What follows belongs to an exercise in optimizing a design on an open flow for small area and few clock cycles per item; a production flow would make more cautious choices.
The RTL was checked by simulation tests, not by an equivalence proof against the original design.
No activity file was given, so power comes from the tool's default toggle rates.

## job 6239
// fft_bram_pingpong_ctrl
module fft_bram_pingpong_ctrl #(
    parameter int NUM_CH      = fft_bram_pkg::DEF_NUM_CH,
    parameter int SAMPLE_W    = fft_bram_pkg::DEF_SAMPLE_W,
    parameter int OUT_W       = fft_bram_pkg::DEF_OUT_W,
    parameter int FRAME_BEATS = fft_bram_pkg::DEF_FRAME_BEATS
) (
    input  logic                         clk,
    input  logic                         rst,
    input  logic [NUM_CH*2*SAMPLE_W-1:0] s_axis_tdata,
    input  logic                         s_axis_tvalid,
    input  logic                         s_axis_tlast,
    output logic                         s_axis_tready,
    input  logic                         bank_release,
    output logic [31:0]                  bram_addr,
    output logic [OUT_W-1:0]             bram_din_re,
    output logic [OUT_W-1:0]             bram_din_im,
    output logic [3:0]                   bram_we,
    output logic                         bram_en,
    output logic                         bram_rst,
    output logic                         bank_sel,
    output logic                         frame_done,
    output logic                         err_tlast
);
    localparam int SLICE_W = 2 * SAMPLE_W;
    localparam int WORDS   = FRAME_BEATS * NUM_CH;
    localparam int SLC_W   = fft_bram_pkg::clog2(NUM_CH);
    localparam int WIDX_W  = fft_bram_pkg::clog2(WORDS);
    localparam int BIDX_W  = WIDX_W - SLC_W;
    logic [WIDX_W:0]     wcnt;
    logic                writing;
  ...
==> flow/config.mk <==
export PLATFORM = sky130hd
export DESIGN_NAME = fft_bram_pingpong_ctrl
export DESIGN_NICKNAME = fft_bram_pingpong_ctrl
export VERILOG_FILES = /design/flow/design.v
export SDC_FILE = /design/flow/constraint.sdc
export NUM_CORES = 4
export LEC_CHECK = 0
export CAP_MARGIN = 20
export CORE_MARGIN = 2
export CORE_UTILIZATION = 70
export CTS_BUF_LIST = sky130_fd_sc_hd__clkbuf_8
export CTS_CLUSTER_DIAMETER = 50
export CTS_CLUSTER_SIZE = 25
export PLACE_DENSITY = 0.8
export SLEW_MARGIN = 20
==> flow/constraint.sdc <==
create_clock -name core_clock -period 5.0 [get_ports {clk}]
set_input_delay 1.0000 -clock core_clock [delete_from_list [all_inputs] [get_ports {clk}]]
set_output_delay 1.0000 -clock core_clock [all_outputs]
set_load 0.01 [all_outputs]
standard.sh (not shown) runs the stock make flow with config.mk's settings and CLKGATE_MAP_FILE= SYNTH_SCRIPT=/design/flow/synth_recipe.tcl, a recipe that flattens the netlist after the stock synthesis.
==> flow/flow/run.sh <==
#!/bin/bash
# Standard layout, with the smallest buffer on every input and output port.
set -euo pipefail
bash standard.sh "BUFFER_PORTS_ARGS=-buffer_cell sky130_fd_sc_hd__buf_1" finish > standard.log 2>&1
Status(job 6239) = ERROR, stage = I/O pin placement (3_2_place_iop)
Testbench counts of job 6239, summed over its fixed seeds: cycles 34,029, beats 4,096.
[inputs] job 2983 vs job 6239
--- a/flow/config.mk
+++ b/flow/config.mk
@@ -10,3 +10,3 @@
-export CORE_UTILIZATION = 70
-export CTS_BUF_LIST = sky130_fd_sc_hd__clkbuf_8
-export CTS_CLUSTER_DIAMETER = 50
+export CORE_UTILIZATION = 40
+export CTS_BUF_LIST = sky130_fd_sc_hd__clkbuf_16
+export CTS_CLUSTER_DIAMETER = 40
@@ -14 +13,0 @@
-export PLACE_DENSITY = 0.8
==> notes.md <==
Looking at the reports, job 2983 completed the entire flow and the layout it produced met the timing, DRC and antenna checks.
Higher effective utilization at floorplan was reported by job 6239, not job 2983.
Job 6239 -> job 2983: post-synthesis register bit count delta 0, exact match
Job 6239 -> job 2983: share of synthesized area spent on multiplexers delta 0, exact match
Diff job 2983..job 6239 | post-synthesis compound-gate area fraction | unchanged
Diff job 6239..job 2983 | synthesized netlist cell count | unchanged
Synthesized area delta (job 6239 -> job 2983): insignificant
Job 6239 and job 2983 ended up with nearly the same post-synthesis share of cell area spent on and, or, nand and nor gates.
Number of placement rows came out higher on job 2983 than on job 6239.
Overall die height was higher in job 2983 than in job 6239.
Looking at chip width, job 2983 sits about 30% higher than job 6239 does.
The following lists how job 8362 was set up differently from job 2983:
==> flow/run.sh (new file) <==
#!/bin/bash
# synth_recipe.tcl (not shown) runs the flow's synth.tcl, then flattens the netlist and writes it again
# the make line also repeats each setting of config.mk as NAME=value (left out here)
make -C /OpenROAD-flow-scripts/flow DESIGN_CONFIG=/design/flow/config.mk WORK_HOME=/design/flow/orfs CLKGATE_MAP_FILE= SYNTH_SCRIPT=/design/flow/synth_recipe.tcl finish
--- a/flow/config.mk
+++ b/flow/config.mk
@@ -11,3 +10,0 @@
-export CTS_BUF_LIST = sky130_fd_sc_hd__clkbuf_16
-export CTS_CLUSTER_DIAMETER = 40
-export CTS_CLUSTER_SIZE = 25
removed: flow/flow/run.sh
removed: flow/standard.sh
==> notes.md <==
Route | job 8362 vs job 2983 | wire longer in job 8362. Every stage of the flow completed for job 8362, and the final layout passed the timing, DRC and antenna checks. [compare] base=job 2983 new=job 8362: met2 track demand over resource increased 5.8 points, delay of the slowest cell on the worst path decreased 0.02 ns, critical path depth essentially unchanged. The clock transition at the registers of the reported paths of job 8362 and that of job 2983 are within noise of each other. When job 8362 is measured against job 2983, its utilization after layout turns out 9.7 points higher. Layout overhead on the synthesized area was lower in job 2983 than in job 8362. Delta (job 8362 minus job 2983): post-layout worst setup margin -0.30 ns; power drawn by the clock network fell about 13%; final cell area excluding filler cells shows an increase of 19%. Job 8362 does worse than job 2983 on normalized max-slew margin.

-- re-timing with driven ports --
The results above use ideal ports. As a check the final layouts listed here were re-extracted and re-timed, cells and wires unchanged.
Step 1 assumes that a clkbuf_16 drives the clock port and a buf_2 every other input.
Step 2, shift: input delay + t, output delay - t, t = (earliest + latest rising clock arrival at the registers) / 2. This alone moves slack from input paths to output paths.
Slacks: ideal / step 1 / step 2; pairs: ideal / step 1.
run	t (ns)	setup WS [ns]	hold WS [ns]	latest minus earliest clock arrival (ns)	pins driven straight from the clock port
job 2983	0.565	1.581 / 1.533 / 1.754	0.372 / 0.372 / 0.372	0.020 / 0.020	1
job 8362	0.563	1.278 / 1.229 / 1.307	0.372 / 0.372 / 0.372	0.019 / 0.018	1
After both steps setup and hold are still met in every run listed.
